This is an optimization exercise on Yosys and OpenROAD, whose aim is small area and a short achievable clock period, not a production implementation. At most, simulation tests tie the RTL to the original design; equivalence was not proved.

==> inputs of run R <==
==> flow/design.v <==
package biu_pkg;
    localparam int PHYS_AW = 20;
    localparam int DATA_W = 8;
endpackage
module responder_mem (
    input  logic        clk,
    input  logic        we,
    input  logic [15:0] sel_hi,
    input  logic [15:0] sel_lo,
    input  logic [7:0]  wdata,
    output logic [7:0]  rdata
);
    logic [7:0] mem_q [256];
    logic [15:0] wsel_hi;
    assign wsel_hi = sel_hi & {16{we}};
    for (genvar w = 0; w < 256; w++) begin : g_word
        always_ff @(posedge clk)
            if (wsel_hi[w / 16] && sel_lo[w % 16]) mem_q[w] <= wdata;
    end
    always_comb begin
        rdata = '0;
        for (int w = 0; w < 256; w++)
            rdata = rdata | (mem_q[w] & {8{sel_hi[w / 16] & sel_lo[w % 16]}});
    end
endmodule
module bus_responder (
    input  logic                        clk,
    input  logic                        rst,
    input  logic [biu_pkg::PHYS_AW-1:0] addr_bus,
    input  logic                        ale,
    input  logic                        rd,
    input  logic                        wr,
    input  logic [biu_pkg::DATA_W-1:0]  data_in,
    output logic [biu_pkg::DATA_W-1:0]  data_out,
    output logic                        data_oe,
    output logic                        ready,
    output logic                        hit,
    output logic                        err
);
    logic s_addr, s_wait, s_acc, s_miss;
    logic rd_dir;
    logic [15:0] sel_hi, sel_lo;
    logic [7:0] wdata_q;
    logic       wpend;
    logic [7:0] rdata_c, rdata_q;
    logic idle, busy, latch, strobe, both, dir_strobe;
    assign busy       = s_wait | s_acc | ready | s_miss;
    assign idle       = !(busy | s_addr);
    assign latch      = ale && (idle || s_addr);
    assign strobe     = rd | wr;
    assign both       = rd & wr;
    assign dir_strobe = rd_dir ? rd : wr;
    responder_mem u_mem (
        .clk   (clk),
        .we    (wpend),
        .sel_hi(sel_hi),
        .sel_lo(sel_lo),
        .wdata (wdata_q),
        .rdata (rdata_c)
    );
    always_ff @(posedge clk or negedge rst) begin
        if (!rst) begin
            s_addr   <= 1'b0;
            s_wait   <= 1'b0;
            s_acc    <= 1'b0;
            s_miss   <= 1'b0;
            ready    <= 1'b0;
            hit      <= 1'b0;
            err      <= 1'b0;
            data_oe  <= 1'b0;
            data_out <= '0;
        end else begin
            s_addr   <= latch || (s_addr && !strobe);
            s_wait   <= s_addr && !ale && strobe && !both && hit;
            s_acc    <= s_wait && dir_strobe;
            s_miss   <= (s_addr && !ale && strobe && (both || !hit)) || (s_miss && strobe);
            ready    <= s_acc || (ready && strobe);
            if (latch)                      hit <= addr_bus[19:8] == 12'h000;
            else if (s_addr && both)        hit <= 1'b0;
            else if (ready && !strobe)      hit <= 1'b0;
            err      <= (s_addr && !ale && both) || (ale && busy);
            data_oe  <= s_acc ? rd_dir : (data_oe && ready && strobe);
            data_out <= s_acc ? (rdata_q & {8{rd_dir}}) : (data_out & {8{ready && strobe}});
        end
    end
    always_ff @(posedge clk) begin
        if (latch) begin
            sel_hi <= 16'(1) << addr_bus[7:4];
            sel_lo <= 16'(1) << addr_bus[3:0];
        end
        if (s_addr && !ale && strobe) rd_dir <= rd;
        wdata_q <= data_in;
        wpend   <= s_acc && !rd_dir;
        rdata_q <= rdata_c;
    end
endmodule
==> flow/run.sh <==
#!/bin/bash
# synth_recipe.tcl (not shown) runs the flow's synth.tcl, then flattens the netlist and writes it again
# the make line also repeats each setting of config.mk as NAME=value (left out here)
make -C /OpenROAD-flow-scripts/flow DESIGN_CONFIG=/design/flow/config.mk WORK_HOME=/design/flow/orfs CLKGATE_MAP_FILE= SYNTH_SCRIPT=/design/flow/synth_recipe.tcl finish
==> flow/config.mk <==
export PLATFORM = sky130hd
export DESIGN_NAME = bus_responder
export DESIGN_NICKNAME = bus_responder
export VERILOG_FILES = /design/flow/design.v
export SDC_FILE = /design/flow/constraint.sdc
export NUM_CORES = 4
export LEC_CHECK = 0
export CAP_MARGIN = 20
export CORE_MARGIN = 2
export CORE_UTILIZATION = 45
export PLACE_DENSITY = 0.6
export SETUP_SLACK_MARGIN = 2.2
export SLEW_MARGIN = 20
==> flow/constraint.sdc <==
create_clock -name core_clock -period 4.0 [get_ports {clk}]
set_input_delay 0.8000 -clock core_clock [delete_from_list [all_inputs] [get_ports {clk}]]
set_output_delay 0.8000 -clock core_clock [all_outputs]
set_load 0.01 [all_outputs]
==> run M: changes against run R <==
==> flow/design.v (replaced) <==
package biu_pkg;
    localparam int PHYS_AW = 20;
    localparam int DATA_W = 8;
endpackage
module responder_mem (
    input  logic        clk,
    input  logic [15:0] wsel_hi,
    input  logic [15:0] nwsel_hi,
    input  logic [15:0] sel_hi,
    input  logic [15:0] sel_lo,
    input  logic [7:0]  wdata,
    output logic [63:0] rpart
);
    logic [7:0] mem_q [256];
    for (genvar w = 0; w < 256; w++) begin : g_word
        logic we, nwe;
        assign we  = wsel_hi[w / 16] & sel_lo[w % 16];
        assign nwe = nwsel_hi[w / 16] | ~sel_lo[w % 16];
        always_ff @(posedge clk)
            mem_q[w] <= (mem_q[w] & {8{nwe}}) | (wdata & {8{we}});
    end
    logic [15:0] rsel_lo [4];
    logic [15:0] rsel_hi;
    always_ff @(posedge clk) begin
        for (int c = 0; c < 4; c++) rsel_lo[c] <= sel_lo & {16{|sel_hi[c*4 +: 4]}};
        rsel_hi <= sel_hi;
    end
    logic [7:0] grp [16];
    logic [63:0] rpart_d;
    always_comb begin
        for (int h = 0; h < 16; h++) begin
            grp[h] = '0;
            for (int l = 0; l < 16; l++)
                grp[h] = grp[h] | (mem_q[h*16+l] & {8{rsel_lo[h/4][l]}});
        end
        rpart_d = '0;
        for (int h = 0; h < 16; h++)
            rpart_d[(h/2)*8 +: 8] = rpart_d[(h/2)*8 +: 8] | (grp[h] & {8{rsel_hi[h]}});
    end
    always_ff @(posedge clk) rpart <= rpart_d;
endmodule
module bus_responder (
    input  logic                        clk,
    input  logic                        rst,
    input  logic [biu_pkg::PHYS_AW-1:0] addr_bus,
    input  logic                        ale,
    input  logic                        rd,
    input  logic                        wr,
    input  logic [biu_pkg::DATA_W-1:0]  data_in,
    output logic [biu_pkg::DATA_W-1:0]  data_out,
    output logic                        data_oe,
    output logic                        ready,
    output logic                        hit,
    output logic                        err
);
    logic s_addr, s_wait, s_acc, s_hm, s_miss, s_hold, hit_a, miss_go;
    logic rd_dir;
    logic [15:0] sel_hi, sel_lo;
    logic [7:0] wdata_q;
    logic [15:0] wsel_hi, nwsel_hi;
    logic [63:0] rpart;
    logic [7:0]  rdata;
    always_comb begin
        rdata = '0;
        for (int k = 0; k < 8; k++) rdata = rdata | rpart[k*8 +: 8];
    end
    logic idle, busy, latch, strobe, both, dir_strobe, drive, hit_d;
    assign s_hold     = s_hm & !s_miss;
    assign busy       = s_wait | s_acc | s_hm;
    assign idle       = !(busy | s_addr);
    assign latch      = ale && (idle || s_addr);
    assign strobe     = rd | wr;
    assign both       = rd & wr;
    assign dir_strobe = rd_dir ? rd : wr;
    assign drive      = (s_acc || (s_hold && strobe)) && rd_dir;
    assign miss_go    = s_addr && !ale && strobe && (both || !hit_a);
    always_comb begin
        hit_d = hit;
        if (latch)                  hit_d = addr_bus[19:8] == 12'h000;
        else if (s_addr && both)    hit_d = 1'b0;
        else if (s_hold && !strobe) hit_d = 1'b0;
    end
    responder_mem u_mem (
        .clk   (clk),
        .wsel_hi (wsel_hi),
        .nwsel_hi(nwsel_hi),
        .sel_hi(sel_hi),
        .sel_lo(sel_lo),
        .wdata (wdata_q),
        .rpart (rpart)
    );
    always_ff @(posedge clk or negedge rst) begin
        if (!rst) begin
            s_addr   <= 1'b0;
            s_wait   <= 1'b0;
            s_acc    <= 1'b0;
            s_hm     <= 1'b0;
            s_miss   <= 1'b0;
            ready    <= 1'b0;
            hit      <= 1'b0;
            err      <= 1'b0;
            data_oe  <= 1'b0;
            data_out <= '0;
        end else begin
            s_addr   <= latch || (s_addr && !strobe);
            s_wait   <= s_addr && !ale && strobe && !both && hit_a;
            s_acc    <= s_wait && dir_strobe;
            s_hm     <= s_acc || (s_hm && strobe) || miss_go;
            s_miss   <= miss_go || (s_miss && strobe);
            ready    <= s_acc || (s_hold && strobe);
            hit      <= hit_d;
            err      <= (s_addr && !ale && both) || (ale && busy);
            data_oe  <= drive;
            data_out <= rdata & {8{drive}};
        end
    end
    always_ff @(posedge clk) begin
        if (latch) begin
            sel_hi <= 16'(1) << addr_bus[7:4];
            sel_lo <= 16'(1) << addr_bus[3:0];
            hit_a  <= addr_bus[19:8] == 12'h000;
        end
        if (s_addr && !ale && strobe) rd_dir <= rd;
        wdata_q <= data_in;
        wsel_hi  <= sel_hi & {16{s_acc && !rd_dir}};
        nwsel_hi <= ~(sel_hi & {16{s_acc && !rd_dir}});
    end
endmodule
==> flow/flow/run.sh (new file) <==
#!/bin/bash
# The standard layout, with one change: after detailed placement, each output
# port's register is moved next to the port's output buffer (move_out_regs.tcl).
set -euo pipefail
export POST_DETAIL_PLACE_TCL="$PWD/flow/move_out_regs.tcl"
bash standard.sh POST_DETAIL_PLACE_TCL="$POST_DETAIL_PLACE_TCL" finish > standard.log 2>&1
test -f out/final.def
==> flow/flow/move_out_regs.tcl (new file) <==
# Hook run after detailed placement (POST_DETAIL_PLACE_TCL): place each output
# port's register next to that port's output buffer, so the register-to-port
# wire is short, then legalize the placement again.
set block [ord::get_db_block]
set core [$block getCoreArea]
set cx [expr {([$core xMin] + [$core xMax]) / 2}]
set cy [expr {([$core yMin] + [$core yMax]) / 2}]
set moved 0
foreach bt [$block getBTerms] {
  if {[$bt getIoType] ne "OUTPUT"} { continue }
  set net [$bt getNet]
  if {$net eq "NULL"} { continue }
  set buf ""
  foreach it [$net getITerms] { if {[$it isOutputSignal]} { set buf [$it getInst] } }
  if {$buf eq ""} { continue }
  set innet ""
  foreach it [$buf getITerms] { if {[$it isInputSignal]} { set innet [$it getNet] } }
  if {$innet eq "" || $innet eq "NULL"} { continue }
  set drv ""
  foreach it [$innet getITerms] { if {[$it isOutputSignal]} { set drv [$it getInst] } }
  if {$drv eq ""} { continue }
  if {![string match "*__df*" [[$drv getMaster] getName]]} { continue }
  set loc [$buf getLocation]
  set x [lindex $loc 0]
  set y [lindex $loc 1]
  # a few microns from the buffer toward the core's centre
  set dx [expr {$cx - $x}]
  set dy [expr {$cy - $y}]
  set d [expr {sqrt($dx * $dx + $dy * $dy)}]
  if {$d > 0} {
    set x [expr {int($x + 8000.0 * $dx / $d)}]
    set y [expr {int($y + 8000.0 * $dy / $d)}]
  }
  puts "move_out_regs: [$drv getName] from [$drv getLocation] to $x $y (buffer [$buf getName] at $loc)"
  $drv setLocation $x $y
  incr moved
}
puts "move_out_regs: moved $moved output registers"
detailed_placement
optimize_mirroring
utl::info FLW 12 "Placement violations [check_placement -verbose]."
==> flow/standard.sh (new file) <==
#!/bin/bash
# synth_recipe.tcl (not shown) runs the flow's synth.tcl, then flattens the netlist and writes it again
# the make line also repeats each setting of config.mk as NAME=value (left out here)
make -C /OpenROAD-flow-scripts/flow DESIGN_CONFIG=/design/flow/config.mk WORK_HOME=/design/flow/orfs CLKGATE_MAP_FILE= SYNTH_SCRIPT=/design/flow/synth_recipe.tcl "${@:-finish}"
- CORE_UTILIZATION: 45 -> 60
- CTS_CLUSTER_DIAMETER: default -> 100
- CTS_CLUSTER_SIZE: default -> 25
- PLACE_DENSITY: 0.6 -> 0.7
- SETUP_SLACK_MARGIN: 2.2 -> 2.0
removed: flow/run.sh
==> run Y: changes against run R <==
--- a/flow/design.v
+++ b/flow/design.v
@@ -10,3 +10,3 @@
     input  logic [7:0]  wdata,
-    output logic [7:0]  rdata
+    output logic [31:0] rpart
 );
@@ -19,7 +19,21 @@
     end
+    logic [15:0] rsel_lo [4];
+    logic [15:0] rsel_hi;
+    always_ff @(posedge clk) begin
+        for (int c = 0; c < 4; c++) rsel_lo[c] <= sel_lo & {16{|sel_hi[c*4 +: 4]}};
+        rsel_hi <= sel_hi;
+    end
+    logic [7:0] grp [16];
+    logic [31:0] rpart_d;
     always_comb begin
-        rdata = '0;
-        for (int w = 0; w < 256; w++)
-            rdata = rdata | (mem_q[w] & {8{sel_hi[w / 16] & sel_lo[w % 16]}});
+        for (int h = 0; h < 16; h++) begin
+            grp[h] = '0;
+            for (int l = 0; l < 16; l++)
+                grp[h] = grp[h] | (mem_q[h*16+l] & {8{rsel_lo[h/4][l]}});
+        end
+        rpart_d = '0;
+        for (int h = 0; h < 16; h++)
+            rpart_d[(h/4)*8 +: 8] = rpart_d[(h/4)*8 +: 8] | (grp[h] & {8{rsel_hi[h]}});
     end
+    always_ff @(posedge clk) rpart <= rpart_d;
 endmodule
@@ -39,3 +53,3 @@
 );
-    logic s_addr, s_wait, s_acc, s_miss;
+    logic s_addr, s_wait, s_acc, s_hm, s_miss, s_hold, hit_a, miss_go;
     logic rd_dir;
@@ -44,5 +58,8 @@
     logic       wpend;
-    logic [7:0] rdata_c, rdata_q;
-    logic idle, busy, latch, strobe, both, dir_strobe;
-    assign busy       = s_wait | s_acc | ready | s_miss;
+    logic [31:0] rpart;
+    logic [7:0]  rdata;
+    assign rdata = rpart[7:0] | rpart[15:8] | rpart[23:16] | rpart[31:24];
+    logic idle, busy, latch, strobe, both, dir_strobe, drive, hit_d;
+    assign s_hold     = s_hm & !s_miss;
+    assign busy       = s_wait | s_acc | s_hm;
     assign idle       = !(busy | s_addr);
@@ -52,2 +69,10 @@
     assign dir_strobe = rd_dir ? rd : wr;
+    assign drive      = (s_acc || (s_hold && strobe)) && rd_dir;
+    assign miss_go    = s_addr && !ale && strobe && (both || !hit_a);
+    always_comb begin
+        hit_d = hit;
+        if (latch)                  hit_d = addr_bus[19:8] == 12'h000;
+        else if (s_addr && both)    hit_d = 1'b0;
+        else if (s_hold && !strobe) hit_d = 1'b0;
+    end
     responder_mem u_mem (
@@ -58,3 +83,3 @@
         .wdata (wdata_q),
-        .rdata (rdata_c)
+        .rpart (rpart)
     );
@@ -65,2 +90,3 @@
             s_acc    <= 1'b0;
+            s_hm     <= 1'b0;
             s_miss   <= 1'b0;
@@ -73,12 +99,11 @@
             s_addr   <= latch || (s_addr && !strobe);
-            s_wait   <= s_addr && !ale && strobe && !both && hit;
+            s_wait   <= s_addr && !ale && strobe && !both && hit_a;
             s_acc    <= s_wait && dir_strobe;
-            s_miss   <= (s_addr && !ale && strobe && (both || !hit)) || (s_miss && strobe);
-            ready    <= s_acc || (ready && strobe);
-            if (latch)                      hit <= addr_bus[19:8] == 12'h000;
-            else if (s_addr && both)        hit <= 1'b0;
-            else if (ready && !strobe)      hit <= 1'b0;
+            s_hm     <= s_acc || (s_hm && strobe) || miss_go;
+            s_miss   <= miss_go || (s_miss && strobe);
+            ready    <= s_acc || (s_hold && strobe);
+            hit      <= hit_d;
             err      <= (s_addr && !ale && both) || (ale && busy);
-            data_oe  <= s_acc ? rd_dir : (data_oe && ready && strobe);
-            data_out <= s_acc ? (rdata_q & {8{rd_dir}}) : (data_out & {8{ready && strobe}});
+            data_oe  <= drive;
+            data_out <= rdata & {8{drive}};
         end
@@ -89,2 +114,3 @@
             sel_lo <= 16'(1) << addr_bus[3:0];
+            hit_a  <= addr_bus[19:8] == 12'h000;
         end
@@ -93,3 +119,2 @@
         wpend   <= s_acc && !rd_dir;
-        rdata_q <= rdata_c;
     end
- CORE_UTILIZATION: 45 -> 60
- CTS_CLUSTER_DIAMETER: default -> 100
- CTS_CLUSTER_SIZE: default -> 25
- PLACE_DENSITY: 0.6 -> 0.7
- SETUP_SLACK_MARGIN: 2.2 -> 2.0
==> comparison table <==
item                                                                 run Y                       run M                    run R
Status                                             complete, no violations     complete, no violations  complete, no violations
Met2 usage                                                           0.451                       0.495                    0.437
Launching element of the worst setup path                      data_out[3]                          wr                sel_hi[7]
Crit path kind                                     flip-flop to output pin  primary input to flip-flop   flip-flop to flip-flop
Setup Buffers After CTS                                                 18                           1                       96
Area delta synth->final                                              8.05%                       2.77%                    17.6%
Routing layer with the top usage in global route                      met2                        met1                     met2
Worst path max stage delay                                         0.50 ns                     0.55 ns                  0.67 ns
Relative max-transition margin                                       0.304                       0.172                    0.322
Cell depth of the worst flop-to-flop path                                2                           2                        6
Largest net degree at the start of global routing                      149                         103                      114
H-tree levels                                                            3                           3                        4
NonClk Buf Share                                                    0.0205                      0.0155                   0.0481
Sequential Area                                                  65500 um2                   46300 um2                63300 um2
No functional check of the RTL was part of run R and run M.

## static timing again, ports no longer ideal
No port has a modelled driver above. Below, the same layouts with a new extraction and two added sets of constraints. Step 1 sets driving cells, clkbuf_16 on the clock port and buf_2 on the other inputs (assumed; they add their load-dependent delay and slew). Step 2, shift: input delay + t, output delay - t, t = (earliest + latest rising clock arrival at the registers) / 2. This alone moves slack from input paths to output paths. Slacks: no drivers / after step 1 / after step 2; pairs: no drivers / after step 1.
run	t, ns	slack for setup (ns)	worst setup path at the end	worst data-port slew with drivers (ns)	pins driven straight from the clock port
run R	0.941	1.022 / 1.022 / 1.022	register to register	0.14	1
run M	0.817	1.917 / 1.849 / 1.141	input to register	0.13	1
run Y	0.825	1.809 / 1.725 / 1.515	input to register	0.03	1
After both steps setup and hold are still met in every run listed. For run M, which loses most, drivers alone change the setup slack by -0.068 ns; drivers and shift together by -0.776 ns.
